Source: an optimization exercise on an open RTL-to-GDS flow (aim: small area and a short achievable clock period). Production flows keep margins and buffers that such runs may drop.
At most, simulation tests tie the RTL to the original design; equivalence was not proved.
The RTL of run 1 was laid out without a check of its function.

==> flow/design.v, too long to show whole: its modules and the start of the top module <==
// module fp32_round_ne: 17 lines
// module fp32_mult_pipelined: 1311 lines
module fp32_mult_pipelined
(
  input  logic             clk,
  input  logic             rst_n,
  input  logic             start,
  input  logic [fp32_pkg::WIDTH-1:0] a,
  input  logic [fp32_pkg::WIDTH-1:0] b,
  output logic [fp32_pkg::WIDTH-1:0] result,
  output logic             done,
  output logic             overflow,
  output logic             underflow
);
  // ...
==> flow/flow/run.sh <==
#!/bin/bash
# Layout flow: the standard flow (standard.sh) with two changes:
#  - synthesis skips the quick "abc -fast" pass inside Yosys's "synth -run fine:" so the full and
#    half adders written in the RTL reach extract_fa as written (fewer inverters between them);
#    everything else, including the register set, is the standard flow's synthesis script unchanged;
#  - ports are buffered with sky130_fd_sc_hd__buf_1 instead of the default delay buffer.
# Each tool's output goes to its own log here and under orfs/logs.
set -euo pipefail
{
  echo 'proc synth {args} { if {[lsearch -exact $args fine:] >= 0} { yosys synth -nofsm -noshare -noabc {*}$args } else { yosys synth -nofsm -noshare {*}$args } }'
  tail -n +2 synth_recipe.tcl
} > synth_noabc.tcl
bash standard.sh SYNTH_SCRIPT="$PWD/synth_noabc.tcl" BUFFER_PORTS_ARGS="-buffer_cell sky130_fd_sc_hd__buf_1" finish > standard.log 2>&1
==> flow/standard.sh <==
#!/bin/bash
# synth_recipe.tcl (not shown) runs the flow's synth.tcl, then flattens the netlist and writes it again
# the make line also repeats each setting of config.mk as NAME=value (left out here)
make -C /OpenROAD-flow-scripts/flow DESIGN_CONFIG=/design/flow/config.mk WORK_HOME=/design/flow/orfs CLKGATE_MAP_FILE= SYNTH_SCRIPT=/design/flow/synth_recipe.tcl "${@:-finish}"
==> flow/config.mk <==
export PLATFORM = sky130hd
export DESIGN_NAME = fp32_mult_pipelined
export DESIGN_NICKNAME = fp32_mult_pipelined
export VERILOG_FILES = /design/flow/design.v
export SDC_FILE = /design/flow/constraint.sdc
export NUM_CORES = 4
export LEC_CHECK = 0
export ABC_AREA = 1
export CAP_MARGIN = 20
export CORE_MARGIN = 2
export CORE_UTILIZATION = 40
export SETUP_SLACK_MARGIN = 4.0
export SLEW_MARGIN = 20
==> flow/constraint.sdc <==
create_clock -name core_clock -period 7.0 [get_ports {clk}]
set_input_delay 1.4000 -clock core_clock [delete_from_list [all_inputs] [get_ports {clk}]]
set_output_delay 1.4000 -clock core_clock [all_outputs]
set_load 0.01 [all_outputs]
==> results.json, run 1 <==
{
  "critical_path_depth": 6,
  "multi_input_area_um2": 15800,
  "nonClockInverterCount": 501,
  "multi_input_cells": 1891,
  "hold_buffers": 0,
  "drtAntennaViolNets": 0,
  "antenna_found_initial": 1,
  "status": "complete, no violations",
  "bufAreaShareNonClock": 0.0362,
  "hold-worst-slack_ns": 0.326,
  "seq_share": 0.247,
  "fin_area_um2": 28100,
  "dp.cells": 3609,
  "post_synth_num_cell_types": 42,
  "synth_common_cells": "nand2_1 (527), inv_1 (454), dfxtp_1 (341)",
  "syn_inst": 2839,
  "maxUsedRoutingLayer": "met4",
  "clkbuf_count": 57,
  "cp_max_fo": 5,
  "cp_common_cell": "fa_1",
  "tritoncts": "yes",
  "cp-startpoint": "maA_q[7]$_DFF_P_",
  "placed_cell_area_um2": 25300,
  "synthMuxAreaShare": 0.00139,
  "crit_path_max_incr_delay_ns": 0.64
}
==> run 2: changes to the inputs <==
--- a/flow/design.v
+++ b/flow/design.v
@@ -53,20 +53,9 @@
   output logic             overflow,
   output logic             underflow
 );
-  fp32_pkg::fp_class_t ca, cb;
-  logic        sA;
-  logic [2:0]  clsA;      
-  logic [9:0]  eA;        
   logic [25:0] yb;
   logic [11:0] boneA, btwoA, bnegA;
   always_comb begin
-    ca = fp32_pkg::classify(a);
-    cb = fp32_pkg::classify(b);
-    sA      = a[31] ^ b[31];
-    clsA[0] = ca.nan | cb.nan | (ca.inf & cb.zero) | (ca.zero & cb.inf);
-    clsA[1] = ca.inf | cb.inf;
-    clsA[2] = ca.zero | cb.zero;
-    eA      = {2'b00, a[30:23]} + {2'b00, b[30:23]} - 10'd127;
     yb = {1'b0, 1'b1, b[22:0], 1'b0};
     for (int k = 0; k < 12; k++) begin
       bnegA[k] = yb[2*k+2];
@@ -74,32 +63,57 @@
       btwoA[k] = (yb[2*k+2] & ~yb[2*k+1] & ~yb[2*k]) | (~yb[2*k+2] & yb[2*k+1] & yb[2*k]);
     end
   end
-  logic        vA_q, sA_q;
-  logic [2:0]  clsA_q;
-  logic [9:0]  eA_q;
+  logic        vA_q, saA_q, sbA_q, bmzA_q;
+  logic [7:0]  eaA_q, ebA_q;
   logic [22:0] maA_q;
   logic [11:0] bone, btwo, bneg;
   logic [23:0] ma;
-  logic [3:0]  rngB;      
   always_ff @(posedge clk or negedge rst_n) begin
     if (!rst_n) vA_q <= 1'b0;
     else        vA_q <= start;
   end
   always_ff @(posedge clk) begin
-    sA_q   <= sA;
-    clsA_q <= clsA;
-    eA_q   <= eA;
+    saA_q  <= a[31];
+    sbA_q  <= b[31];
+    eaA_q  <= a[30:23];
+    ebA_q  <= b[30:23];
+    bmzA_q <= b[22:0] == 23'd0;
     maA_q  <= a[22:0];
     bone   <= boneA;
     btwo   <= btwoA;
     bneg   <= bnegA;
   end
   assign ma = {1'b1, maA_q};
+  logic [11:0] bone2_q, btwo2_q, bneg2_q, bone2, btwo2, bneg2;
+  always_ff @(posedge clk) begin
+    bone2_q <= ~boneA;
+    btwo2_q <= ~btwoA;
+    bneg2_q <= ~bnegA;
+  end
+  assign bone2 = ~bone2_q;
+  assign btwo2 = ~btwo2_q;
+  assign bneg2 = ~bneg2_q;
+  logic        sB;
+  logic [2:0]  clsB;      
+  logic [9:0]  eB;        
+  logic [3:0]  rngB;      
   always_comb begin
-    rngB[0] = $signed(eA_q) >= $signed(10'd255);
-    rngB[1] = eA_q == 10'd254;
-    rngB[2] = $signed(eA_q) <= -$signed(10'd1);
-    rngB[3] = eA_q == 10'd0;
+    logic za, ia, na, zb, ib, nb;
+    za = eaA_q == 8'h00;
+    ia = (eaA_q == 8'hFF) & (maA_q == 23'd0);
+    na = (eaA_q == 8'hFF) & (maA_q != 23'd0);
+    zb = ebA_q == 8'h00;
+    ib = (ebA_q == 8'hFF) & bmzA_q;
+    nb = (ebA_q == 8'hFF) & ~bmzA_q;
+    sB      = saA_q ^ sbA_q;
+    clsB[0] = na | nb | (ia & zb) | (za & ib);
+    clsB[1] = ia | ib;
+    clsB[2] = za | zb;
+    eB      = {2'b00, eaA_q} + {2'b00, ebA_q} - 10'd127;
+    rngB[0] = $signed(eB) >= $signed(10'd255);
+    rngB[1] = eB == 10'd254;
+    rngB[2] = $signed(eB) <= -$signed(10'd1);
+    rngB[3] = eB == 10'd0;
   end
   logic bp_0_0, bp_0_1, bp_0_2, bp_0_3, bp_0_4, bp_0_5, bp_0_6, bp_0_7, bp_0_8, bp_0_9, bp_0_10, bp_0_11;
   logic bp_0_12, bp_0_13, bp_0_14, bp_0_15, bp_0_16, bp_0_17, bp_0_18, bp_0_19, bp_0_20, bp_0_21, bp_0_22, bp_0_23;
@@ -204,18 +218,18 @@
   assign bp_0_10 = ((bone[0] & ma[10]) | (btwo[0] & ma[9])) ^ bneg[0];
   assign bp_0_11 = ((bone[0] & ma[11]) | (btwo[0] & ma[10])) ^ bneg[0];
   assign bp_0_12 = ((bone[0] & ma[12]) | (btwo[0] & ma[11])) ^ bneg[0];
-  assign bp_0_13 = ((bone[0] & ma[13]) | (btwo[0] & ma[12])) ^ bneg[0];
-  assign bp_0_14 = ((bone[0] & ma[14]) | (btwo[0] & ma[13])) ^ bneg[0];
-  assign bp_0_15 = ((bone[0] & ma[15]) | (btwo[0] & ma[14])) ^ bneg[0];
-  assign bp_0_16 = ((bone[0] & ma[16]) | (btwo[0] & ma[15])) ^ bneg[0];
-  assign bp_0_17 = ((bone[0] & ma[17]) | (btwo[0] & ma[16])) ^ bneg[0];
-  assign bp_0_18 = ((bone[0] & ma[18]) | (btwo[0] & ma[17])) ^ bneg[0];
-  assign bp_0_19 = ((bone[0] & ma[19]) | (btwo[0] & ma[18])) ^ bneg[0];
-  assign bp_0_20 = ((bone[0] & ma[20]) | (btwo[0] & ma[19])) ^ bneg[0];
-  assign bp_0_21 = ((bone[0] & ma[21]) | (btwo[0] & ma[20])) ^ bneg[0];
-  assign bp_0_22 = ((bone[0] & ma[22]) | (btwo[0] & ma[21])) ^ bneg[0];
-  assign bp_0_23 = ((bone[0] & ma[23]) | (btwo[0] & ma[22])) ^ bneg[0];
-  assign bp_0_24 = ((btwo[0] & ma[23])) ^ bneg[0];
+  assign bp_0_13 = ((bone2[0] & ma[13]) | (btwo2[0] & ma[12])) ^ bneg2[0];
+  assign bp_0_14 = ((bone2[0] & ma[14]) | (btwo2[0] & ma[13])) ^ bneg2[0];
+  assign bp_0_15 = ((bone2[0] & ma[15]) | (btwo2[0] & ma[14])) ^ bneg2[0];
+  assign bp_0_16 = ((bone2[0] & ma[16]) | (btwo2[0] & ma[15])) ^ bneg2[0];
+  assign bp_0_17 = ((bone2[0] & ma[17]) | (btwo2[0] & ma[16])) ^ bneg2[0];
+  assign bp_0_18 = ((bone2[0] & ma[18]) | (btwo2[0] & ma[17])) ^ bneg2[0];
+  assign bp_0_19 = ((bone2[0] & ma[19]) | (btwo2[0] & ma[18])) ^ bneg2[0];
+  assign bp_0_20 = ((bone2[0] & ma[20]) | (btwo2[0] & ma[19])) ^ bneg2[0];
+  assign bp_0_21 = ((bone2[0] & ma[21]) | (btwo2[0] & ma[20])) ^ bneg2[0];
+  assign bp_0_22 = ((bone2[0] & ma[22]) | (btwo2[0] & ma[21])) ^ bneg2[0];
+  assign bp_0_23 = ((bone2[0] & ma[23]) | (btwo2[0] & ma[22])) ^ bneg2[0];
+  assign bp_0_24 = ((btwo2[0] & ma[23])) ^ bneg2[0];
   assign bp_1_0 = ((bone[1] & ma[0])) ^ bneg[1];
   assign bp_1_1 = ((bone[1] & ma[1]) | (btwo[1] & ma[0])) ^ bneg[1];
   assign bp_1_2 = ((bone[1] & ma[2]) | (btwo[1] & ma[1])) ^ bneg[1];
@@ -229,18 +243,18 @@
   assign bp_1_10 = ((bone[1] & ma[10]) | (btwo[1] & ma[9])) ^ bneg[1];
   assign bp_1_11 = ((bone[1] & ma[11]) | (btwo[1] & ma[10])) ^ bneg[1];
   assign bp_1_12 = ((bone[1] & ma[12]) | (btwo[1] & ma[11])) ^ bneg[1];
-  assign bp_1_13 = ((bone[1] & ma[13]) | (btwo[1] & ma[12])) ^ bneg[1];
-  assign bp_1_14 = ((bone[1] & ma[14]) | (btwo[1] & ma[13])) ^ bneg[1];
-  assign bp_1_15 = ((bone[1] & ma[15]) | (btwo[1] & ma[14])) ^ bneg[1];
-  assign bp_1_16 = ((bone[1] & ma[16]) | (btwo[1] & ma[15])) ^ bneg[1];
-  assign bp_1_17 = ((bone[1] & ma[17]) | (btwo[1] & ma[16])) ^ bneg[1];
-  assign bp_1_18 = ((bone[1] & ma[18]) | (btwo[1] & ma[17])) ^ bneg[1];
-  assign bp_1_19 = ((bone[1] & ma[19]) | (btwo[1] & ma[18])) ^ bneg[1];
-  assign bp_1_20 = ((bone[1] & ma[20]) | (btwo[1] & ma[19])) ^ bneg[1];
-  assign bp_1_21 = ((bone[1] & ma[21]) | (btwo[1] & ma[20])) ^ bneg[1];
-  assign bp_1_22 = ((bone[1] & ma[22]) | (btwo[1] & ma[21])) ^ bneg[1];
-  assign bp_1_23 = ((bone[1] & ma[23]) | (btwo[1] & ma[22])) ^ bneg[1];
-  assign bp_1_24 = ((btwo[1] & ma[23])) ^ bneg[1];
+  assign bp_1_13 = ((bone2[1] & ma[13]) | (btwo2[1] & ma[12])) ^ bneg2[1];
+  assign bp_1_14 = ((bone2[1] & ma[14]) | (btwo2[1] & ma[13])) ^ bneg2[1];
+  assign bp_1_15 = ((bone2[1] & ma[15]) | (btwo2[1] & ma[14])) ^ bneg2[1];
+  assign bp_1_16 = ((bone2[1] & ma[16]) | (btwo2[1] & ma[15])) ^ bneg2[1];
+  assign bp_1_17 = ((bone2[1] & ma[17]) | (btwo2[1] & ma[16])) ^ bneg2[1];
+  assign bp_1_18 = ((bone2[1] & ma[18]) | (btwo2[1] & ma[17])) ^ bneg2[1];
+  assign bp_1_19 = ((bone2[1] & ma[19]) | (btwo2[1] & ma[18])) ^ bneg2[1];
+  assign bp_1_20 = ((bone2[1] & ma[20]) | (btwo2[1] & ma[19])) ^ bneg2[1];
+  assign bp_1_21 = ((bone2[1] & ma[21]) | (btwo2[1] & ma[20])) ^ bneg2[1];
+  assign bp_1_22 = ((bone2[1] & ma[22]) | (btwo2[1] & ma[21])) ^ bneg2[1];
+  assign bp_1_23 = ((bone2[1] & ma[23]) | (btwo2[1] & ma[22])) ^ bneg2[1];
+  assign bp_1_24 = ((btwo2[1] & ma[23])) ^ bneg2[1];
   assign bp_2_0 = ((bone[2] & ma[0])) ^ bneg[2];
   assign bp_2_1 = ((bone[2] & ma[1]) | (btwo[2] & ma[0])) ^ bneg[2];
   assign bp_2_2 = ((bone[2] & ma[2]) | (btwo[2] & ma[1])) ^ bneg[2];
@@ -254,18 +268,18 @@
   assign bp_2_10 = ((bone[2] & ma[10]) | (btwo[2] & ma[9])) ^ bneg[2];
   assign bp_2_11 = ((bone[2] & ma[11]) | (btwo[2] & ma[10])) ^ bneg[2];
   assign bp_2_12 = ((bone[2] & ma[12]) | (btwo[2] & ma[11])) ^ bneg[2];
-  assign bp_2_13 = ((bone[2] & ma[13]) | (btwo[2] & ma[12])) ^ bneg[2];
-  assign bp_2_14 = ((bone[2] & ma[14]) | (btwo[2] & ma[13])) ^ bneg[2];
-  assign bp_2_15 = ((bone[2] & ma[15]) | (btwo[2] & ma[14])) ^ bneg[2];
-  assign bp_2_16 = ((bone[2] & ma[16]) | (btwo[2] & ma[15])) ^ bneg[2];
-  assign bp_2_17 = ((bone[2] & ma[17]) | (btwo[2] & ma[16])) ^ bneg[2];
-  assign bp_2_18 = ((bone[2] & ma[18]) | (btwo[2] & ma[17])) ^ bneg[2];
-  assign bp_2_19 = ((bone[2] & ma[19]) | (btwo[2] & ma[18])) ^ bneg[2];
-  assign bp_2_20 = ((bone[2] & ma[20]) | (btwo[2] & ma[19])) ^ bneg[2];
-  assign bp_2_21 = ((bone[2] & ma[21]) | (btwo[2] & ma[20])) ^ bneg[2];
-  assign bp_2_22 = ((bone[2] & ma[22]) | (btwo[2] & ma[21])) ^ bneg[2];
-  assign bp_2_23 = ((bone[2] & ma[23]) | (btwo[2] & ma[22])) ^ bneg[2];
-  assign bp_2_24 = ((btwo[2] & ma[23])) ^ bneg[2];
+  assign bp_2_13 = ((bone2[2] & ma[13]) | (btwo2[2] & ma[12])) ^ bneg2[2];
+  assign bp_2_14 = ((bone2[2] & ma[14]) | (btwo2[2] & ma[13])) ^ bneg2[2];
+  assign bp_2_15 = ((bone2[2] & ma[15]) | (btwo2[2] & ma[14])) ^ bneg2[2];
+  assign bp_2_16 = ((bone2[2] & ma[16]) | (btwo2[2] & ma[15])) ^ bneg2[2];
+  assign bp_2_17 = ((bone2[2] & ma[17]) | (btwo2[2] & ma[16])) ^ bneg2[2];
+  assign bp_2_18 = ((bone2[2] & ma[18]) | (btwo2[2] & ma[17])) ^ bneg2[2];
+  assign bp_2_19 = ((bone2[2] & ma[19]) | (btwo2[2] & ma[18])) ^ bneg2[2];
+  assign bp_2_20 = ((bone2[2] & ma[20]) | (btwo2[2] & ma[19])) ^ bneg2[2];
+  assign bp_2_21 = ((bone2[2] & ma[21]) | (btwo2[2] & ma[20])) ^ bneg2[2];
+  assign bp_2_22 = ((bone2[2] & ma[22]) | (btwo2[2] & ma[21])) ^ bneg2[2];
+  assign bp_2_23 = ((bone2[2] & ma[23]) | (btwo2[2] & ma[22])) ^ bneg2[2];
+  assign bp_2_24 = ((btwo2[2] & ma[23])) ^ bneg2[2];
   assign bp_3_0 = ((bone[3] & ma[0])) ^ bneg[3];
   assign bp_3_1 = ((bone[3] & ma[1]) | (btwo[3] & ma[0])) ^ bneg[3];
   assign bp_3_2 = ((bone[3] & ma[2]) | (btwo[3] & ma[1])) ^ bneg[3];
@@ -279,18 +293,18 @@
   assign bp_3_10 = ((bone[3] & ma[10]) | (btwo[3] & ma[9])) ^ bneg[3];
   assign bp_3_11 = ((bone[3] & ma[11]) | (btwo[3] & ma[10])) ^ bneg[3];
   assign bp_3_12 = ((bone[3] & ma[12]) | (btwo[3] & ma[11])) ^ bneg[3];
-  assign bp_3_13 = ((bone[3] & ma[13]) | (btwo[3] & ma[12])) ^ bneg[3];
-  assign bp_3_14 = ((bone[3] & ma[14]) | (btwo[3] & ma[13])) ^ bneg[3];
-  assign bp_3_15 = ((bone[3] & ma[15]) | (btwo[3] & ma[14])) ^ bneg[3];
-  assign bp_3_16 = ((bone[3] & ma[16]) | (btwo[3] & ma[15])) ^ bneg[3];
-  assign bp_3_17 = ((bone[3] & ma[17]) | (btwo[3] & ma[16])) ^ bneg[3];
-  assign bp_3_18 = ((bone[3] & ma[18]) | (btwo[3] & ma[17])) ^ bneg[3];
-  assign bp_3_19 = ((bone[3] & ma[19]) | (btwo[3] & ma[18])) ^ bneg[3];
-  assign bp_3_20 = ((bone[3] & ma[20]) | (btwo[3] & ma[19])) ^ bneg[3];
-  assign bp_3_21 = ((bone[3] & ma[21]) | (btwo[3] & ma[20])) ^ bneg[3];
-  assign bp_3_22 = ((bone[3] & ma[22]) | (btwo[3] & ma[21])) ^ bneg[3];
-  assign bp_3_23 = ((bone[3] & ma[23]) | (btwo[3] & ma[22])) ^ bneg[3];
-  assign bp_3_24 = ((btwo[3] & ma[23])) ^ bneg[3];
+  assign bp_3_13 = ((bone2[3] & ma[13]) | (btwo2[3] & ma[12])) ^ bneg2[3];
+  assign bp_3_14 = ((bone2[3] & ma[14]) | (btwo2[3] & ma[13])) ^ bneg2[3];
+  assign bp_3_15 = ((bone2[3] & ma[15]) | (btwo2[3] & ma[14])) ^ bneg2[3];
+  assign bp_3_16 = ((bone2[3] & ma[16]) | (btwo2[3] & ma[15])) ^ bneg2[3];
+  assign bp_3_17 = ((bone2[3] & ma[17]) | (btwo2[3] & ma[16])) ^ bneg2[3];
+  assign bp_3_18 = ((bone2[3] & ma[18]) | (btwo2[3] & ma[17])) ^ bneg2[3];
+  assign bp_3_19 = ((bone2[3] & ma[19]) | (btwo2[3] & ma[18])) ^ bneg2[3];
+  assign bp_3_20 = ((bone2[3] & ma[20]) | (btwo2[3] & ma[19])) ^ bneg2[3];
+  assign bp_3_21 = ((bone2[3] & ma[21]) | (btwo2[3] & ma[20])) ^ bneg2[3];
+  assign bp_3_22 = ((bone2[3] & ma[22]) | (btwo2[3] & ma[21])) ^ bneg2[3];
+  assign bp_3_23 = ((bone2[3] & ma[23]) | (btwo2[3] & ma[22])) ^ bneg2[3];
+  assign bp_3_24 = ((btwo2[3] & ma[23])) ^ bneg2[3];
   assign bp_4_0 = ((bone[4] & ma[0])) ^ bneg[4];
   assign bp_4_1 = ((bone[4] & ma[1]) | (btwo[4] & ma[0])) ^ bneg[4];
   assign bp_4_2 = ((bone[4] & ma[2]) | (btwo[4] & ma[1])) ^ bneg[4];
@@ -304,18 +318,18 @@
   assign bp_4_10 = ((bone[4] & ma[10]) | (btwo[4] & ma[9])) ^ bneg[4];
   assign bp_4_11 = ((bone[4] & ma[11]) | (btwo[4] & ma[10])) ^ bneg[4];
   assign bp_4_12 = ((bone[4] & ma[12]) | (btwo[4] & ma[11])) ^ bneg[4];
-  assign bp_4_13 = ((bone[4] & ma[13]) | (btwo[4] & ma[12])) ^ bneg[4];
-  assign bp_4_14 = ((bone[4] & ma[14]) | (btwo[4] & ma[13])) ^ bneg[4];
-  assign bp_4_15 = ((bone[4] & ma[15]) | (btwo[4] & ma[14])) ^ bneg[4];
-  assign bp_4_16 = ((bone[4] & ma[16]) | (btwo[4] & ma[15])) ^ bneg[4];
-  assign bp_4_17 = ((bone[4] & ma[17]) | (btwo[4] & ma[16])) ^ bneg[4];
-  assign bp_4_18 = ((bone[4] & ma[18]) | (btwo[4] & ma[17])) ^ bneg[4];
-  assign bp_4_19 = ((bone[4] & ma[19]) | (btwo[4] & ma[18])) ^ bneg[4];
-  assign bp_4_20 = ((bone[4] & ma[20]) | (btwo[4] & ma[19])) ^ bneg[4];
-  assign bp_4_21 = ((bone[4] & ma[21]) | (btwo[4] & ma[20])) ^ bneg[4];
-  assign bp_4_22 = ((bone[4] & ma[22]) | (btwo[4] & ma[21])) ^ bneg[4];
-  assign bp_4_23 = ((bone[4] & ma[23]) | (btwo[4] & ma[22])) ^ bneg[4];
-  assign bp_4_24 = ((btwo[4] & ma[23])) ^ bneg[4];
+  assign bp_4_13 = ((bone2[4] & ma[13]) | (btwo2[4] & ma[12])) ^ bneg2[4];
+  assign bp_4_14 = ((bone2[4] & ma[14]) | (btwo2[4] & ma[13])) ^ bneg2[4];
+  assign bp_4_15 = ((bone2[4] & ma[15]) | (btwo2[4] & ma[14])) ^ bneg2[4];
+  assign bp_4_16 = ((bone2[4] & ma[16]) | (btwo2[4] & ma[15])) ^ bneg2[4];
+  assign bp_4_17 = ((bone2[4] & ma[17]) | (btwo2[4] & ma[16])) ^ bneg2[4];
+  assign bp_4_18 = ((bone2[4] & ma[18]) | (btwo2[4] & ma[17])) ^ bneg2[4];
+  assign bp_4_19 = ((bone2[4] & ma[19]) | (btwo2[4] & ma[18])) ^ bneg2[4];
+  assign bp_4_20 = ((bone2[4] & ma[20]) | (btwo2[4] & ma[19])) ^ bneg2[4];
+  assign bp_4_21 = ((bone2[4] & ma[21]) | (btwo2[4] & ma[20])) ^ bneg2[4];
+  assign bp_4_22 = ((bone2[4] & ma[22]) | (btwo2[4] & ma[21])) ^ bneg2[4];
+  assign bp_4_23 = ((bone2[4] & ma[23]) | (btwo2[4] & ma[22])) ^ bneg2[4];
+  assign bp_4_24 = ((btwo2[4] & ma[23])) ^ bneg2[4];
   assign bp_5_0 = ((bone[5] & ma[0])) ^ bneg[5];
   assign bp_5_1 = ((bone[5] & ma[1]) | (btwo[5] & ma[0])) ^ bneg[5];
   assign bp_5_2 = ((bone[5] & ma[2]) | (btwo[5] & ma[1])) ^ bneg[5];
@@ -329,18 +343,18 @@
   assign bp_5_10 = ((bone[5] & ma[10]) | (btwo[5] & ma[9])) ^ bneg[5];
   assign bp_5_11 = ((bone[5] & ma[11]) | (btwo[5] & ma[10])) ^ bneg[5];
   assign bp_5_12 = ((bone[5] & ma[12]) | (btwo[5] & ma[11])) ^ bneg[5];
-  assign bp_5_13 = ((bone[5] & ma[13]) | (btwo[5] & ma[12])) ^ bneg[5];
-  assign bp_5_14 = ((bone[5] & ma[14]) | (btwo[5] & ma[13])) ^ bneg[5];
-  assign bp_5_15 = ((bone[5] & ma[15]) | (btwo[5] & ma[14])) ^ bneg[5];
-  assign bp_5_16 = ((bone[5] & ma[16]) | (btwo[5] & ma[15])) ^ bneg[5];
-  assign bp_5_17 = ((bone[5] & ma[17]) | (btwo[5] & ma[16])) ^ bneg[5];
-  assign bp_5_18 = ((bone[5] & ma[18]) | (btwo[5] & ma[17])) ^ bneg[5];
-  assign bp_5_19 = ((bone[5] & ma[19]) | (btwo[5] & ma[18])) ^ bneg[5];
-  assign bp_5_20 = ((bone[5] & ma[20]) | (btwo[5] & ma[19])) ^ bneg[5];
-  assign bp_5_21 = ((bone[5] & ma[21]) | (btwo[5] & ma[20])) ^ bneg[5];
-  assign bp_5_22 = ((bone[5] & ma[22]) | (btwo[5] & ma[21])) ^ bneg[5];
-  assign bp_5_23 = ((bone[5] & ma[23]) | (btwo[5] & ma[22])) ^ bneg[5];
-  assign bp_5_24 = ((btwo[5] & ma[23])) ^ bneg[5];
+  assign bp_5_13 = ((bone2[5] & ma[13]) | (btwo2[5] & ma[12])) ^ bneg2[5];
+  assign bp_5_14 = ((bone2[5] & ma[14]) | (btwo2[5] & ma[13])) ^ bneg2[5];
+  assign bp_5_15 = ((bone2[5] & ma[15]) | (btwo2[5] & ma[14])) ^ bneg2[5];
+  assign bp_5_16 = ((bone2[5] & ma[16]) | (btwo2[5] & ma[15])) ^ bneg2[5];
+  assign bp_5_17 = ((bone2[5] & ma[17]) | (btwo2[5] & ma[16])) ^ bneg2[5];
+  assign bp_5_18 = ((bone2[5] & ma[18]) | (btwo2[5] & ma[17])) ^ bneg2[5];
+  assign bp_5_19 = ((bone2[5] & ma[19]) | (btwo2[5] & ma[18])) ^ bneg2[5];
+  assign bp_5_20 = ((bone2[5] & ma[20]) | (btwo2[5] & ma[19])) ^ bneg2[5];
+  assign bp_5_21 = ((bone2[5] & ma[21]) | (btwo2[5] & ma[20])) ^ bneg2[5];
+  assign bp_5_22 = ((bone2[5] & ma[22]) | (btwo2[5] & ma[21])) ^ bneg2[5];
+  assign bp_5_23 = ((bone2[5] & ma[23]) | (btwo2[5] & ma[22])) ^ bneg2[5];
+  assign bp_5_24 = ((btwo2[5] & ma[23])) ^ bneg2[5];
   assign bp_6_0 = ((bone[6] & ma[0])) ^ bneg[6];
   assign bp_6_1 = ((bone[6] & ma[1]) | (btwo[6] & ma[0])) ^ bneg[6];
   assign bp_6_2 = ((bone[6] & ma[2]) | (btwo[6] & ma[1])) ^ bneg[6];
@@ -354,18 +368,18 @@
   assign bp_6_10 = ((bone[6] & ma[10]) | (btwo[6] & ma[9])) ^ bneg[6];
   assign bp_6_11 = ((bone[6] & ma[11]) | (btwo[6] & ma[10])) ^ bneg[6];
   assign bp_6_12 = ((bone[6] & ma[12]) | (btwo[6] & ma[11])) ^ bneg[6];
-  assign bp_6_13 = ((bone[6] & ma[13]) | (btwo[6] & ma[12])) ^ bneg[6];
-  assign bp_6_14 = ((bone[6] & ma[14]) | (btwo[6] & ma[13])) ^ bneg[6];
-  assign bp_6_15 = ((bone[6] & ma[15]) | (btwo[6] & ma[14])) ^ bneg[6];
-  assign bp_6_16 = ((bone[6] & ma[16]) | (btwo[6] & ma[15])) ^ bneg[6];
-  assign bp_6_17 = ((bone[6] & ma[17]) | (btwo[6] & ma[16])) ^ bneg[6];
-  assign bp_6_18 = ((bone[6] & ma[18]) | (btwo[6] & ma[17])) ^ bneg[6];
-  assign bp_6_19 = ((bone[6] & ma[19]) | (btwo[6] & ma[18])) ^ bneg[6];
-  assign bp_6_20 = ((bone[6] & ma[20]) | (btwo[6] & ma[19])) ^ bneg[6];
-  assign bp_6_21 = ((bone[6] & ma[21]) | (btwo[6] & ma[20])) ^ bneg[6];
-  assign bp_6_22 = ((bone[6] & ma[22]) | (btwo[6] & ma[21])) ^ bneg[6];
-  assign bp_6_23 = ((bone[6] & ma[23]) | (btwo[6] & ma[22])) ^ bneg[6];
-  assign bp_6_24 = ((btwo[6] & ma[23])) ^ bneg[6];
+  assign bp_6_13 = ((bone2[6] & ma[13]) | (btwo2[6] & ma[12])) ^ bneg2[6];
+  assign bp_6_14 = ((bone2[6] & ma[14]) | (btwo2[6] & ma[13])) ^ bneg2[6];
+  assign bp_6_15 = ((bone2[6] & ma[15]) | (btwo2[6] & ma[14])) ^ bneg2[6];
+  assign bp_6_16 = ((bone2[6] & ma[16]) | (btwo2[6] & ma[15])) ^ bneg2[6];
+  assign bp_6_17 = ((bone2[6] & ma[17]) | (btwo2[6] & ma[16])) ^ bneg2[6];
+  assign bp_6_18 = ((bone2[6] & ma[18]) | (btwo2[6] & ma[17])) ^ bneg2[6];
+  assign bp_6_19 = ((bone2[6] & ma[19]) | (btwo2[6] & ma[18])) ^ bneg2[6];
+  assign bp_6_20 = ((bone2[6] & ma[20]) | (btwo2[6] & ma[19])) ^ bneg2[6];
+  assign bp_6_21 = ((bone2[6] & ma[21]) | (btwo2[6] & ma[20])) ^ bneg2[6];
+  assign bp_6_22 = ((bone2[6] & ma[22]) | (btwo2[6] & ma[21])) ^ bneg2[6];
+  assign bp_6_23 = ((bone2[6] & ma[23]) | (btwo2[6] & ma[22])) ^ bneg2[6];
+  assign bp_6_24 = ((btwo2[6] & ma[23])) ^ bneg2[6];
   assign bp_7_0 = ((bone[7] & ma[0])) ^ bneg[7];
   assign bp_7_1 = ((bone[7] & ma[1]) | (btwo[7] & ma[0])) ^ bneg[7];
   assign bp_7_2 = ((bone[7] & ma[2]) | (btwo[7] & ma[1])) ^ bneg[7];
@@ -379,18 +393,18 @@
   assign bp_7_10 = ((bone[7] & ma[10]) | (btwo[7] & ma[9])) ^ bneg[7];
   assign bp_7_11 = ((bone[7] & ma[11]) | (btwo[7] & ma[10])) ^ bneg[7];
   assign bp_7_12 = ((bone[7] & ma[12]) | (btwo[7] & ma[11])) ^ bneg[7];
-  assign bp_7_13 = ((bone[7] & ma[13]) | (btwo[7] & ma[12])) ^ bneg[7];
-  assign bp_7_14 = ((bone[7] & ma[14]) | (btwo[7] & ma[13])) ^ bneg[7];
-  assign bp_7_15 = ((bone[7] & ma[15]) | (btwo[7] & ma[14])) ^ bneg[7];
-  assign bp_7_16 = ((bone[7] & ma[16]) | (btwo[7] & ma[15])) ^ bneg[7];
-  assign bp_7_17 = ((bone[7] & ma[17]) | (btwo[7] & ma[16])) ^ bneg[7];
-  assign bp_7_18 = ((bone[7] & ma[18]) | (btwo[7] & ma[17])) ^ bneg[7];
-  assign bp_7_19 = ((bone[7] & ma[19]) | (btwo[7] & ma[18])) ^ bneg[7];
-  assign bp_7_20 = ((bone[7] & ma[20]) | (btwo[7] & ma[19])) ^ bneg[7];
-  assign bp_7_21 = ((bone[7] & ma[21]) | (btwo[7] & ma[20])) ^ bneg[7];
-  assign bp_7_22 = ((bone[7] & ma[22]) | (btwo[7] & ma[21])) ^ bneg[7];
-  assign bp_7_23 = ((bone[7] & ma[23]) | (btwo[7] & ma[22])) ^ bneg[7];
-  assign bp_7_24 = ((btwo[7] & ma[23])) ^ bneg[7];
+  assign bp_7_13 = ((bone2[7] & ma[13]) | (btwo2[7] & ma[12])) ^ bneg2[7];
+  assign bp_7_14 = ((bone2[7] & ma[14]) | (btwo2[7] & ma[13])) ^ bneg2[7];
+  assign bp_7_15 = ((bone2[7] & ma[15]) | (btwo2[7] & ma[14])) ^ bneg2[7];
+  assign bp_7_16 = ((bone2[7] & ma[16]) | (btwo2[7] & ma[15])) ^ bneg2[7];
+  assign bp_7_17 = ((bone2[7] & ma[17]) | (btwo2[7] & ma[16])) ^ bneg2[7];
+  assign bp_7_18 = ((bone2[7] & ma[18]) | (btwo2[7] & ma[17])) ^ bneg2[7];
+  assign bp_7_19 = ((bone2[7] & ma[19]) | (btwo2[7] & ma[18])) ^ bneg2[7];
+  assign bp_7_20 = ((bone2[7] & ma[20]) | (btwo2[7] & ma[19])) ^ bneg2[7];
+  assign bp_7_21 = ((bone2[7] & ma[21]) | (btwo2[7] & ma[20])) ^ bneg2[7];
+  assign bp_7_22 = ((bone2[7] & ma[22]) | (btwo2[7] & ma[21])) ^ bneg2[7];
+  assign bp_7_23 = ((bone2[7] & ma[23]) | (btwo2[7] & ma[22])) ^ bneg2[7];
+  assign bp_7_24 = ((btwo2[7] & ma[23])) ^ bneg2[7];
   assign bp_8_0 = ((bone[8] & ma[0])) ^ bneg[8];
   assign bp_8_1 = ((bone[8] & ma[1]) | (btwo[8] & ma[0])) ^ bneg[8];
   assign bp_8_2 = ((bone[8] & ma[2]) | (btwo[8] & ma[1])) ^ bneg[8];
@@ -404,18 +418,18 @@
   assign bp_8_10 = ((bone[8] & ma[10]) | (btwo[8] & ma[9])) ^ bneg[8];
   assign bp_8_11 = ((bone[8] & ma[11]) | (btwo[8] & ma[10])) ^ bneg[8];
   assign bp_8_12 = ((bone[8] & ma[12]) | (btwo[8] & ma[11])) ^ bneg[8];
-  assign bp_8_13 = ((bone[8] & ma[13]) | (btwo[8] & ma[12])) ^ bneg[8];
-  assign bp_8_14 = ((bone[8] & ma[14]) | (btwo[8] & ma[13])) ^ bneg[8];
-  assign bp_8_15 = ((bone[8] & ma[15]) | (btwo[8] & ma[14])) ^ bneg[8];
-  assign bp_8_16 = ((bone[8] & ma[16]) | (btwo[8] & ma[15])) ^ bneg[8];
-  assign bp_8_17 = ((bone[8] & ma[17]) | (btwo[8] & ma[16])) ^ bneg[8];
-  assign bp_8_18 = ((bone[8] & ma[18]) | (btwo[8] & ma[17])) ^ bneg[8];
-  assign bp_8_19 = ((bone[8] & ma[19]) | (btwo[8] & ma[18])) ^ bneg[8];
-  assign bp_8_20 = ((bone[8] & ma[20]) | (btwo[8] & ma[19])) ^ bneg[8];
-  assign bp_8_21 = ((bone[8] & ma[21]) | (btwo[8] & ma[20])) ^ bneg[8];
-  assign bp_8_22 = ((bone[8] & ma[22]) | (btwo[8] & ma[21])) ^ bneg[8];
-  assign bp_8_23 = ((bone[8] & ma[23]) | (btwo[8] & ma[22])) ^ bneg[8];
-  assign bp_8_24 = ((btwo[8] & ma[23])) ^ bneg[8];
+  assign bp_8_13 = ((bone2[8] & ma[13]) | (btwo2[8] & ma[12])) ^ bneg2[8];
+  assign bp_8_14 = ((bone2[8] & ma[14]) | (btwo2[8] & ma[13])) ^ bneg2[8];
+  assign bp_8_15 = ((bone2[8] & ma[15]) | (btwo2[8] & ma[14])) ^ bneg2[8];
+  assign bp_8_16 = ((bone2[8] & ma[16]) | (btwo2[8] & ma[15])) ^ bneg2[8];
+  assign bp_8_17 = ((bone2[8] & ma[17]) | (btwo2[8] & ma[16])) ^ bneg2[8];
+  assign bp_8_18 = ((bone2[8] & ma[18]) | (btwo2[8] & ma[17])) ^ bneg2[8];
+  assign bp_8_19 = ((bone2[8] & ma[19]) | (btwo2[8] & ma[18])) ^ bneg2[8];
+  assign bp_8_20 = ((bone2[8] & ma[20]) | (btwo2[8] & ma[19])) ^ bneg2[8];
+  assign bp_8_21 = ((bone2[8] & ma[21]) | (btwo2[8] & ma[20])) ^ bneg2[8];
+  assign bp_8_22 = ((bone2[8] & ma[22]) | (btwo2[8] & ma[21])) ^ bneg2[8];
+  assign bp_8_23 = ((bone2[8] & ma[23]) | (btwo2[8] & ma[22])) ^ bneg2[8];
+  assign bp_8_24 = ((btwo2[8] & ma[23])) ^ bneg2[8];
   assign bp_9_0 = ((bone[9] & ma[0])) ^ bneg[9];
   assign bp_9_1 = ((bone[9] & ma[1]) | (btwo[9] & ma[0])) ^ bneg[9];
   assign bp_9_2 = ((bone[9] & ma[2]) | (btwo[9] & ma[1])) ^ bneg[9];
@@ -429,18 +443,18 @@
   assign bp_9_10 = ((bone[9] & ma[10]) | (btwo[9] & ma[9])) ^ bneg[9];
   assign bp_9_11 = ((bone[9] & ma[11]) | (btwo[9] & ma[10])) ^ bneg[9];
   assign bp_9_12 = ((bone[9] & ma[12]) | (btwo[9] & ma[11])) ^ bneg[9];
-  assign bp_9_13 = ((bone[9] & ma[13]) | (btwo[9] & ma[12])) ^ bneg[9];
-  assign bp_9_14 = ((bone[9] & ma[14]) | (btwo[9] & ma[13])) ^ bneg[9];
-  assign bp_9_15 = ((bone[9] & ma[15]) | (btwo[9] & ma[14])) ^ bneg[9];
-  assign bp_9_16 = ((bone[9] & ma[16]) | (btwo[9] & ma[15])) ^ bneg[9];
-  assign bp_9_17 = ((bone[9] & ma[17]) | (btwo[9] & ma[16])) ^ bneg[9];
-  assign bp_9_18 = ((bone[9] & ma[18]) | (btwo[9] & ma[17])) ^ bneg[9];
-  assign bp_9_19 = ((bone[9] & ma[19]) | (btwo[9] & ma[18])) ^ bneg[9];
-  assign bp_9_20 = ((bone[9] & ma[20]) | (btwo[9] & ma[19])) ^ bneg[9];
-  assign bp_9_21 = ((bone[9] & ma[21]) | (btwo[9] & ma[20])) ^ bneg[9];
-  assign bp_9_22 = ((bone[9] & ma[22]) | (btwo[9] & ma[21])) ^ bneg[9];
-  assign bp_9_23 = ((bone[9] & ma[23]) | (btwo[9] & ma[22])) ^ bneg[9];
-  assign bp_9_24 = ((btwo[9] & ma[23])) ^ bneg[9];
+  assign bp_9_13 = ((bone2[9] & ma[13]) | (btwo2[9] & ma[12])) ^ bneg2[9];
+  assign bp_9_14 = ((bone2[9] & ma[14]) | (btwo2[9] & ma[13])) ^ bneg2[9];
+  assign bp_9_15 = ((bone2[9] & ma[15]) | (btwo2[9] & ma[14])) ^ bneg2[9];
+  assign bp_9_16 = ((bone2[9] & ma[16]) | (btwo2[9] & ma[15])) ^ bneg2[9];
+  assign bp_9_17 = ((bone2[9] & ma[17]) | (btwo2[9] & ma[16])) ^ bneg2[9];
+  assign bp_9_18 = ((bone2[9] & ma[18]) | (btwo2[9] & ma[17])) ^ bneg2[9];
+  assign bp_9_19 = ((bone2[9] & ma[19]) | (btwo2[9] & ma[18])) ^ bneg2[9];
+  assign bp_9_20 = ((bone2[9] & ma[20]) | (btwo2[9] & ma[19])) ^ bneg2[9];
+  assign bp_9_21 = ((bone2[9] & ma[21]) | (btwo2[9] & ma[20])) ^ bneg2[9];
+  assign bp_9_22 = ((bone2[9] & ma[22]) | (btwo2[9] & ma[21])) ^ bneg2[9];
+  assign bp_9_23 = ((bone2[9] & ma[23]) | (btwo2[9] & ma[22])) ^ bneg2[9];
+  assign bp_9_24 = ((btwo2[9] & ma[23])) ^ bneg2[9];
   assign bp_10_0 = ((bone[10] & ma[0])) ^ bneg[10];
   assign bp_10_1 = ((bone[10] & ma[1]) | (btwo[10] & ma[0])) ^ bneg[10];
   assign bp_10_2 = ((bone[10] & ma[2]) | (btwo[10] & ma[1])) ^ bneg[10];
@@ -454,18 +468,18 @@
   assign bp_10_10 = ((bone[10] & ma[10]) | (btwo[10] & ma[9])) ^ bneg[10];
   assign bp_10_11 = ((bone[10] & ma[11]) | (btwo[10] & ma[10])) ^ bneg[10];
   assign bp_10_12 = ((bone[10] & ma[12]) | (btwo[10] & ma[11])) ^ bneg[10];
-  assign bp_10_13 = ((bone[10] & ma[13]) | (btwo[10] & ma[12])) ^ bneg[10];
-  assign bp_10_14 = ((bone[10] & ma[14]) | (btwo[10] & ma[13])) ^ bneg[10];
-  assign bp_10_15 = ((bone[10] & ma[15]) | (btwo[10] & ma[14])) ^ bneg[10];
-  assign bp_10_16 = ((bone[10] & ma[16]) | (btwo[10] & ma[15])) ^ bneg[10];
-  assign bp_10_17 = ((bone[10] & ma[17]) | (btwo[10] & ma[16])) ^ bneg[10];
-  assign bp_10_18 = ((bone[10] & ma[18]) | (btwo[10] & ma[17])) ^ bneg[10];
-  assign bp_10_19 = ((bone[10] & ma[19]) | (btwo[10] & ma[18])) ^ bneg[10];
-  assign bp_10_20 = ((bone[10] & ma[20]) | (btwo[10] & ma[19])) ^ bneg[10];
-  assign bp_10_21 = ((bone[10] & ma[21]) | (btwo[10] & ma[20])) ^ bneg[10];
-  assign bp_10_22 = ((bone[10] & ma[22]) | (btwo[10] & ma[21])) ^ bneg[10];
-  assign bp_10_23 = ((bone[10] & ma[23]) | (btwo[10] & ma[22])) ^ bneg[10];
-  assign bp_10_24 = ((btwo[10] & ma[23])) ^ bneg[10];
+  assign bp_10_13 = ((bone2[10] & ma[13]) | (btwo2[10] & ma[12])) ^ bneg2[10];
+  assign bp_10_14 = ((bone2[10] & ma[14]) | (btwo2[10] & ma[13])) ^ bneg2[10];
+  assign bp_10_15 = ((bone2[10] & ma[15]) | (btwo2[10] & ma[14])) ^ bneg2[10];
+  assign bp_10_16 = ((bone2[10] & ma[16]) | (btwo2[10] & ma[15])) ^ bneg2[10];
+  assign bp_10_17 = ((bone2[10] & ma[17]) | (btwo2[10] & ma[16])) ^ bneg2[10];
+  assign bp_10_18 = ((bone2[10] & ma[18]) | (btwo2[10] & ma[17])) ^ bneg2[10];
+  assign bp_10_19 = ((bone2[10] & ma[19]) | (btwo2[10] & ma[18])) ^ bneg2[10];
+  assign bp_10_20 = ((bone2[10] & ma[20]) | (btwo2[10] & ma[19])) ^ bneg2[10];
+  assign bp_10_21 = ((bone2[10] & ma[21]) | (btwo2[10] & ma[20])) ^ bneg2[10];
+  assign bp_10_22 = ((bone2[10] & ma[22]) | (btwo2[10] & ma[21])) ^ bneg2[10];
+  assign bp_10_23 = ((bone2[10] & ma[23]) | (btwo2[10] & ma[22])) ^ bneg2[10];
+  assign bp_10_24 = ((btwo2[10] & ma[23])) ^ bneg2[10];
   assign bp_11_0 = ((bone[11] & ma[0])) ^ bneg[11];
   assign bp_11_1 = ((bone[11] & ma[1]) | (btwo[11] & ma[0])) ^ bneg[11];
   assign bp_11_2 = ((bone[11] & ma[2]) | (btwo[11] & ma[1])) ^ bneg[11];
@@ -479,18 +493,18 @@
   assign bp_11_10 = ((bone[11] & ma[10]) | (btwo[11] & ma[9])) ^ bneg[11];
   assign bp_11_11 = ((bone[11] & ma[11]) | (btwo[11] & ma[10])) ^ bneg[11];
   assign bp_11_12 = ((bone[11] & ma[12]) | (btwo[11] & ma[11])) ^ bneg[11];
-  assign bp_11_13 = ((bone[11] & ma[13]) | (btwo[11] & ma[12])) ^ bneg[11];
-  assign bp_11_14 = ((bone[11] & ma[14]) | (btwo[11] & ma[13])) ^ bneg[11];
-  assign bp_11_15 = ((bone[11] & ma[15]) | (btwo[11] & ma[14])) ^ bneg[11];
-  assign bp_11_16 = ((bone[11] & ma[16]) | (btwo[11] & ma[15])) ^ bneg[11];
-  assign bp_11_17 = ((bone[11] & ma[17]) | (btwo[11] & ma[16])) ^ bneg[11];
-  assign bp_11_18 = ((bone[11] & ma[18]) | (btwo[11] & ma[17])) ^ bneg[11];
-  assign bp_11_19 = ((bone[11] & ma[19]) | (btwo[11] & ma[18])) ^ bneg[11];
-  assign bp_11_20 = ((bone[11] & ma[20]) | (btwo[11] & ma[19])) ^ bneg[11];
-  assign bp_11_21 = ((bone[11] & ma[21]) | (btwo[11] & ma[20])) ^ bneg[11];
-  assign bp_11_22 = ((bone[11] & ma[22]) | (btwo[11] & ma[21])) ^ bneg[11];
-  assign bp_11_23 = ((bone[11] & ma[23]) | (btwo[11] & ma[22])) ^ bneg[11];
-  assign bp_11_24 = ((btwo[11] & ma[23])) ^ bneg[11];
+  assign bp_11_13 = ((bone2[11] & ma[13]) | (btwo2[11] & ma[12])) ^ bneg2[11];
+  assign bp_11_14 = ((bone2[11] & ma[14]) | (btwo2[11] & ma[13])) ^ bneg2[11];
+  assign bp_11_15 = ((bone2[11] & ma[15]) | (btwo2[11] & ma[14])) ^ bneg2[11];
+  assign bp_11_16 = ((bone2[11] & ma[16]) | (btwo2[11] & ma[15])) ^ bneg2[11];
+  assign bp_11_17 = ((bone2[11] & ma[17]) | (btwo2[11] & ma[16])) ^ bneg2[11];
+  assign bp_11_18 = ((bone2[11] & ma[18]) | (btwo2[11] & ma[17])) ^ bneg2[11];
+  assign bp_11_19 = ((bone2[11] & ma[19]) | (btwo2[11] & ma[18])) ^ bneg2[11];
+  assign bp_11_20 = ((bone2[11] & ma[20]) | (btwo2[11] & ma[19])) ^ bneg2[11];
+  assign bp_11_21 = ((bone2[11] & ma[21]) | (btwo2[11] & ma[20])) ^ bneg2[11];
+  assign bp_11_22 = ((bone2[11] & ma[22]) | (btwo2[11] & ma[21])) ^ bneg2[11];
+  assign bp_11_23 = ((bone2[11] & ma[23]) | (btwo2[11] & ma[22])) ^ bneg2[11];
+  assign bp_11_24 = ((btwo2[11] & ma[23])) ^ bneg2[11];
   assign hs0 = bp_0_16 ^ bp_1_14;
   assign hc0 = bp_0_16 & bp_1_14;
   assign hs1 = bp_0_17 ^ bp_1_15;
@@ -553,8 +567,8 @@
   assign fc22 = (bp_7_12 & bp_8_10) | (bp_9_8 & (bp_7_12 ^ bp_8_10));
   assign fs23 = bp_10_6 ^ bp_11_4 ^ ma[2];
   assign fc23 = (bp_10_6 & bp_11_4) | (ma[2] & (bp_10_6 ^ bp_11_4));
-  assign fs24 = ~bneg[1] ^ bp_2_23 ^ bp_3_21;
-  assign fc24 = (~bneg[1] & bp_2_23) | (bp_3_21 & (~bneg[1] ^ bp_2_23));
+  assign fs24 = ~bneg2[1] ^ bp_2_23 ^ bp_3_21;
+  assign fc24 = (~bneg2[1] & bp_2_23) | (bp_3_21 & (~bneg2[1] ^ bp_2_23));
   assign fs25 = bp_4_19 ^ bp_5_17 ^ bp_6_15;
   assign fc25 = (bp_4_19 & bp_5_17) | (bp_6_15 & (bp_4_19 ^ bp_5_17));
   assign fs26 = bp_7_13 ^ bp_8_11 ^ bp_9_9;
@@ -569,8 +583,8 @@
   assign fc30 = (bp_8_12 & bp_9_10) | (bp_10_8 & (bp_8_12 ^ bp_9_10));
   assign hs7 = bp_11_6 ^ ma[4];
   assign hc7 = bp_11_6 & ma[4];
-  assign fs31 = ~bneg[2] ^ bp_3_23 ^ bp_4_21;
-  assign fc31 = (~bneg[2] & bp_3_23) | (bp_4_21 & (~bneg[2] ^ bp_3_23));
+  assign fs31 = ~bneg2[2] ^ bp_3_23 ^ bp_4_21;
+  assign fc31 = (~bneg2[2] & bp_3_23) | (bp_4_21 & (~bneg2[2] ^ bp_3_23));
   assign fs32 = bp_5_19 ^ bp_6_17 ^ bp_7_15;
   assign fc32 = (bp_5_19 & bp_6_17) | (bp_7_15 & (bp_5_19 ^ bp_6_17));
   assign fs33 = bp_8_13 ^ bp_9_11 ^ bp_10_9;
@@ -581,16 +595,16 @@
   assign fc35 = (bp_6_18 & bp_7_16) | (bp_8_14 & (bp_6_18 ^ bp_7_16));
   assign hs8 = bp_9_12 ^ bp_10_10;
   assign hc8 = bp_9_12 & bp_10_10;
-  assign fs36 = ~bneg[3] ^ bp_4_23 ^ bp_5_21;
-  assign fc36 = (~bneg[3] & bp_4_23) | (bp_5_21 & (~bneg[3] ^ bp_4_23));
+  assign fs36 = ~bneg2[3] ^ bp_4_23 ^ bp_5_21;
+  assign fc36 = (~bneg2[3] & bp_4_23) | (bp_5_21 & (~bneg2[3] ^ bp_4_23));
   assign fs37 = bp_6_19 ^ bp_7_17 ^ bp_8_15;
   assign fc37 = (bp_6_19 & bp_7_17) | (bp_8_15 & (bp_6_19 ^ bp_7_17));
   assign fs38 = bp_4_24 ^ bp_5_22 ^ bp_6_20;
   assign fc38 = (bp_4_24 & bp_5_22) | (bp_6_20 & (bp_4_24 ^ bp_5_22));
   assign hs9 = bp_7_18 ^ bp_8_16;
   assign hc9 = bp_7_18 & bp_8_16;
-  assign fs39 = ~bneg[4] ^ bp_5_23 ^ bp_6_21;
-  assign fc39 = (~bneg[4] & bp_5_23) | (bp_6_21 & (~bneg[4] ^ bp_5_23));
+  assign fs39 = ~bneg2[4] ^ bp_5_23 ^ bp_6_21;
+  assign fc39 = (~bneg2[4] & bp_5_23) | (bp_6_21 & (~bneg2[4] ^ bp_5_23));
   assign hs10 = bp_5_24 ^ bp_6_22;
   assign hc10 = bp_5_24 & bp_6_22;
   assign hs11 = bp_0_10 ^ bp_1_8;
@@ -671,20 +685,20 @@
   assign fc71 = (fs14 & fs15) | (fc9 & (fs14 ^ fs15));
   assign fs72 = fc10 ^ fc11 ^ hc6;
   assign fc72 = (fc10 & fc11) | (hc6 & (fc10 ^ fc11));
-  assign fs73 = bneg[0] ^ fs16 ^ fs17;
-  assign fc73 = (bneg[0] & fs16) | (fs17 & (bneg[0] ^ fs16));
+  assign fs73 = bneg2[0] ^ fs16 ^ fs17;
+  assign fc73 = (bneg2[0] & fs16) | (fs17 & (bneg2[0] ^ fs16));
   assign fs74 = fs18 ^ fs19 ^ fc12;
   assign fc74 = (fs18 & fs19) | (fc12 & (fs18 ^ fs19));
   assign fs75 = fc13 ^ fc14 ^ fc15;
   assign fc75 = (fc13 & fc14) | (fc15 & (fc13 ^ fc14));
-  assign fs76 = bneg[0] ^ fs20 ^ fs21;
-  assign fc76 = (bneg[0] & fs20) | (fs21 & (bneg[0] ^ fs20));
+  assign fs76 = bneg2[0] ^ fs20 ^ fs21;
+  assign fc76 = (bneg2[0] & fs20) | (fs21 & (bneg2[0] ^ fs20));
   assign fs77 = fs22 ^ fs23 ^ fc16;
   assign fc77 = (fs22 & fs23) | (fc16 & (fs22 ^ fs23));
   assign fs78 = fc17 ^ fc18 ^ fc19;
   assign fc78 = (fc17 & fc18) | (fc19 & (fc17 ^ fc18));
-  assign fs79 = ~bneg[0] ^ fs24 ^ fs25;
-  assign fc79 = (~bneg[0] & fs24) | (fs25 & (~bneg[0] ^ fs24));
+  assign fs79 = ~bneg2[0] ^ fs24 ^ fs25;
+  assign fc79 = (~bneg2[0] & fs24) | (fs25 & (~bneg2[0] ^ fs24));
   assign fs80 = fs26 ^ fs27 ^ fc20;
   assign fc80 = (fs26 & fs27) | (fc20 & (fs26 ^ fs27));
   assign fs81 = fc21 ^ fc22 ^ fc23;
@@ -731,8 +745,8 @@
   assign fc101 = (bp_10_14 & bp_11_12) | (ma[10] & (bp_10_14 ^ bp_11_12));
   assign fs102 = ~(hs10 ^ fc39);
   assign fc102 = hs10 | fc39;
-  assign fs103 = ~bneg[5] ^ bp_6_23 ^ bp_7_21;
-  assign fc103 = (~bneg[5] & bp_6_23) | (bp_7_21 & (~bneg[5] ^ bp_6_23));
+  assign fs103 = ~bneg2[5] ^ bp_6_23 ^ bp_7_21;
+  assign fc103 = (~bneg2[5] & bp_6_23) | (bp_7_21 & (~bneg2[5] ^ bp_6_23));
   assign fs104 = bp_8_19 ^ bp_9_17 ^ bp_10_15;
   assign fc104 = (bp_8_19 & bp_9_17) | (bp_10_15 & (bp_8_19 ^ bp_9_17));
   assign fs105 = bp_11_13 ^ ma[11] ^ hc10;
@@ -742,16 +756,16 @@
   assign fs107 = bp_9_18 ^ bp_10_16 ^ bp_11_14;
   assign fc107 = (bp_9_18 & bp_10_16) | (bp_11_14 & (bp_9_18 ^ bp_10_16));
   assign hs17 = ~ma[12];
-  assign fs108 = ~bneg[6] ^ bp_7_23 ^ bp_8_21;
-  assign fc108 = (~bneg[6] & bp_7_23) | (bp_8_21 & (~bneg[6] ^ bp_7_23));
+  assign fs108 = ~bneg2[6] ^ bp_7_23 ^ bp_8_21;
+  assign fc108 = (~bneg2[6] & bp_7_23) | (bp_8_21 & (~bneg2[6] ^ bp_7_23));
   assign fs109 = bp_9_19 ^ bp_10_17 ^ bp_11_15;
   assign fc109 = (bp_9_19 & bp_10_17) | (bp_11_15 & (bp_9_19 ^ bp_10_17));
   assign fs110 = bp_7_24 ^ bp_8_22 ^ bp_9_20;
   assign fc110 = (bp_7_24 & bp_8_22) | (bp_9_20 & (bp_7_24 ^ bp_8_22));
   assign hs18 = bp_10_18 ^ bp_11_16;
   assign hc18 = bp_10_18 & bp_11_16;
-  assign fs111 = ~bneg[7] ^ bp_8_23 ^ bp_9_21;
-  assign fc111 = (~bneg[7] & bp_8_23) | (bp_9_21 & (~bneg[7] ^ bp_8_23));
+  assign fs111 = ~bneg2[7] ^ bp_8_23 ^ bp_9_21;
+  assign fc111 = (~bneg2[7] & bp_8_23) | (bp_9_21 & (~bneg2[7] ^ bp_8_23));
   assign hs19 = bp_8_24 ^ bp_9_22;
   assign hc19 = bp_8_24 & bp_9_22;
   assign hs20 = bp_0_6 ^ bp_1_4;
@@ -890,15 +904,15 @@
   assign fc174 = (bp_10_20 & bp_11_18) | (ma[16] & (bp_10_20 ^ bp_11_18));
   assign fs175 = ~(hs19 ^ fc111);
   assign fc175 = hs19 | fc111;
-  assign fs176 = ~bneg[8] ^ bp_9_23 ^ bp_10_21;
-  assign fc176 = (~bneg[8] & bp_9_23) | (bp_10_21 & (~bneg[8] ^ bp_9_23));
+  assign fs176 = ~bneg2[8] ^ bp_9_23 ^ bp_10_21;
+  assign fc176 = (~bneg2[8] & bp_9_23) | (bp_10_21 & (~bneg2[8] ^ bp_9_23));
   assign fs177 = bp_11_19 ^ ma[17] ^ hc19;
   assign fc177 = (bp_11_19 & ma[17]) | (hc19 & (bp_11_19 ^ ma[17]));
   assign fs178 = bp_9_24 ^ bp_10_22 ^ bp_11_20;
   assign fc178 = (bp_9_24 & bp_10_22) | (bp_11_20 & (bp_9_24 ^ bp_10_22));
   assign hs24 = ~ma[18];
-  assign fs179 = ~bneg[9] ^ bp_10_23 ^ bp_11_21;
-  assign fc179 = (~bneg[9] & bp_10_23) | (bp_11_21 & (~bneg[9] ^ bp_10_23));
+  assign fs179 = ~bneg2[9] ^ bp_10_23 ^ bp_11_21;
+  assign fc179 = (~bneg2[9] & bp_10_23) | (bp_11_21 & (~bneg2[9] ^ bp_10_23));
   assign hs25 = bp_10_24 ^ bp_11_22;
   assign hc25 = bp_10_24 & bp_11_22;
   assign hs26 = rt3_4_0_q ^ rt3_4_1_q;
@@ -1090,9 +1104,9 @@
     else        v_t3_q <= vA_q;
   end
   always_ff @(posedge clk) begin
-    s_t3_q <= sA_q;
-    cls_t3_q <= clsA_q;
-    e_t3_q <= eA_q;
+    s_t3_q <= sB;
+    cls_t3_q <= clsB;
+    e_t3_q <= eB;
     rng_t3_q <= rngB;
     rt3_0_0_q <= bp_0_0;
     rt3_0_1_q <= bneg[0];
@@ -1264,7 +1278,7 @@
     rt3_44_0_q <= ma[20];
     rt3_44_2_q <= hs25;
     rt3_44_3_q <= fc179;
-    rt3_45_0_q <= ~bneg[10];
+    rt3_45_0_q <= ~bneg2[10];
     rt3_45_1_q <= bp_11_23;
     rt3_45_2_q <= ma[21];
     rt3_45_3_q <= hc25;
==> run 2 against run 1 <==
Sequential share of layout area grew 2.1 points. Die area grew 5.2%. Critical path depth grew 1. Global-route usage shrank 2.3 points. Routed wire length shrank 6.7%. Sequential cell count grew 40. Via count shrank 1.3%. Synthesized area grew 5.3%. Register-to-register slack gained 0.11 ns. Hold slack lost 0.0025 ns. Fmax grew 3.8%. Largest cell class unchanged.
==> results.json, run 2 <==
{
  "num_rows": 92,
  "largest_reg_flops": 32,
  "fin_crit_sh": 0.425,
  "period_needed_ns": 2.98,
  "slew_headroom": 0.245,
  "first_iter_violations": 1636,
  "die_h_um": 257,
  "cts_buffers": 44,
  "synth-edff-count": 0,
  "cts_buffer_depth": 3,
  "synth_common_cells": "nand2_1 (530), inv_1 (504), dfxtp_1 (381)",
  "grt_max_degree": 31,
  "dieArea_um2": 66000,
  "regToRegSetupSlack_ns": 4.02,
  "synth-warning-count": 2,
  "routed_via_density": 5.10,
  "r2r_start": "bneg2_q[4]$_DFF_P_",
  "syn-num-nets": 3420,
  "grt_pass1_wl_mm": 114,
  "final_cell_mix": "nand2_1 (517), inv_1 (498), dfxtp_1 (374)",
  "hp-start": "rng_t3_q[3]$_DFF_P_",
  "synth_top_cell_by_area": "dfxtp_1",
  "min_path_cells": 0,
  "cp_max_fo": 11,
  "tritoncts": "yes",
  "wl_mm": 74.2,
  "largest-register": "resD_q",
  "setup_viol": 0,
  "netlist_area_um2": 25600,
  "grt-ovfl-total": 0,
  "clock-sinks": 385,
  "insertion_delay_ns": 0.59,
  "gp_congestion": 0.899,
  "top_regs": "resD_q x32, tD x26, maA_q x23",
  "dr.pass1.iters": 5,
  "synth_ff_type": "dfxtp_1",
  "grt.met1_usage": 0.296,
  "synth_top_area_share": 0.298,
  "async_flop_share": 0.0104,
  "maxSlewViolCount": 0,
  "syn_inst": 2971,
  "cts_max_level": 2,
  "crit_type": "flip-flop to flip-flop",
  "design.core.area_um2": 63200,
  "hold_class": "flip-flop to flip-flop",
  "worst_pin_slew_ns": 1.13,
  "track_usage": 0.223,
  "cts_root_buffer": "clkbuf_16",
  "clk_pin_slew_ns": 0.06,
  "cap_violations": 0,
  "arrival_ns": 3.43,
  "yosysMostFrequentCell": "nand2_1",
  "hold_viol": 0,
  "layout.nets": 3468,
  "initial_core_util": 0.405,
  "wl_per_cell_um": 19.0,
  "drive_above_1_share": 0.0900,
  "grt_use_met3": 0.0590,
  "grt_busiest_layer": "met2",
  "post_synth_num_cell_types": 44,
  "ys_seq_area_frac": 0.302,
  "die_w_um": 257,
  "rsz0062_at_grt": "true",
  "use_met2": 0.344,
  "drtAntennaViolNets": 0,
  "num-fill-cells": 6204,
  "reg2regPathDepth": 7,
  "syn_to_final_growth_pct": 12.6,
  "antenna_cells": 0,
  "synthTopCellsByArea": "dfxtp_1 (30%), fa_1 (20%), xor2_1 (9.8%)",
  "finalSetupTns_ns": 0,
  "final_util": 0.456,
  "hpwl_mm": 53.8,
  "grt_pass1_vias": 20100,
  "port_buffers": 101,
  "status": "complete, no violations",
  "worst-endpoint-required_ns": 7.45,
  "reg2reg_to": "rt3_25_0_q$_DFF_P_",
  "antenna_found_initial": 0,
  "drc": 0,
  "ys_seq_elements": 385,
  "avgSynthCellArea_um2": 8.62,
  "max_freq_mhz": 336,
  "hold_end": "rng_add_q[3]$_DFF_P_",
  "skew_ns": 0.0245,
  "ioPinCount": 102,
  "final_common_cell": "nand2_1",
  "end_kind": "flip-flop",
  "worstSetupStartpointType": "flip-flop",
  "vias": 19900,
  "regArea_um2": 7740,
  "multi_input_area_um2": 15800
}
-- run 2: how the worst max path moves through the flow --
stage | cells past startpoint | end | slack (ns) | start
final | 7 | rt3_25_0_q$_DFF_P_ | 4.02 | bneg2_q[4]$_DFF_P_
after global routing | 14 | tD[13]$_DFF_P_ | 3.93 | rt3_12_2_q$_DFF_P_
after CTS | 6 | rt3_33_0_q$_DFF_P_ | 3.98 | maA_q[21]$_DFF_P_
after detailed placement | 8 | rt3_23_0_q$_DFF_P_ | 3.47 | maA_q[12]$_DFF_P_
after global placement | 8 | rt3_23_0_q$_DFF_P_ | 3.49 | maA_q[12]$_DFF_P_
after floorplan | 9 | rt3_23_0_q$_DFF_P_ | 4.29 | maA_q[17]$_DFF_P_
-- run 2: area by class of cell --
cell class | instances | share of cell area
Multi-Input combinational cell | 1925 | 0.547
Sequential cell | 385 | 0.268
Timing Repair inverter | 5 | 0.00122
Clock inverter | 27 | 0.0132
Clock buffer | 54 | 0.0420
Tap cell | 846 | 0.0367
Timing Repair Buffer | 127 | 0.0212
Inverter | 531 | 0.0706
-- run 2: repair_timing --
item | CTS | global route
gates resized for setup | 23 | 102
setup endpoints to repair | 72 | 67
gates cloned | 5 | 0
buffers inserted | 11 | 3
pin swaps | 0 | 12
hold buffers | 0 | 0
-- run 2: cells by family after synthesis --
family / synth area share
simple gates: 0.146
buf+inv: 0.0987
flops: 0.302
fa+ha+maj: 0.261
compound gates: 0.0889
xor+xnor: 0.103
-- run 2: worst max-delay path, cell delays in order (launching register included) --
cell and delay, ns:
dfxtp_1 0.49, inv_1 0.41, xor2_1 0.31, fa_1 0.58, inv_1 0.05, fa_1 0.48, inv_1 0.06, fa_1 0.46
-- run 2: routing by layer --
layer  routed length (um)  up-vias
li1                     -     9402
met1                31500     9248
met2                31900      999
met3                 7510      226
met4                 3280        0
met5                    0        -
-- run 2: metrics by stage --
| step | worst slack [ns] | hold WS, ns | cell area [um2] | instances |
|---|---|---|---|---|
| floorplan | 4.29 | 0.310 | 25600 | 2971 |
| global placement | 3.49 | 0.311 | 26600 | 3800 |
| detailed placement | 3.47 | 0.312 | 26600 | 3800 |
| CTS | 3.98 | 0.326 | 28400 | 3897 |
| global route | 3.93 | 0.330 | 28800 | 3900 |
| finish | 4.02 | 0.323 | 28800 | 3900 |

-- what the ideal ports hide --
The flow's constraints put no driver on any port. The routed layouts listed below were extracted and timed again, unchanged, in two steps.
Step 1 (the two cells are an assumption about what drives the block):
set clk [get_ports {clk}]
set_driving_cell -lib_cell sky130_fd_sc_hd__clkbuf_16 $clk
set_driving_cell -lib_cell sky130_fd_sc_hd__buf_2 [delete_from_list [all_inputs] $clk]
Step 2, shift: input delay + t, output delay - t, t = (earliest + latest rising clock arrival at the registers) / 2. This alone moves slack from input paths to output paths.
a / b / c = ideal ports / drivers / drivers and shift; a / b = the first two.
| run | shift t [ns] | setup WS [ns] | worst hold slack (ns) | worst setup path after step 2 | cell pins on the clock port's net |
|---|---|---|---|---|---|
| run 1 | 0.623 | 3.910 / 3.910 / 3.728 | 0.326 / 0.326 / 0.326 | input to register | 1 |
| run 2 | 0.643 | 4.022 / 4.022 / 4.022 | 0.323 / 0.323 / 0.323 | register to register | 1 |
After both steps setup and hold are still met in every run listed. The setup slack of run 1, which loses most, moves by 0.000 ns with the drivers and by -0.182 ns with both steps.
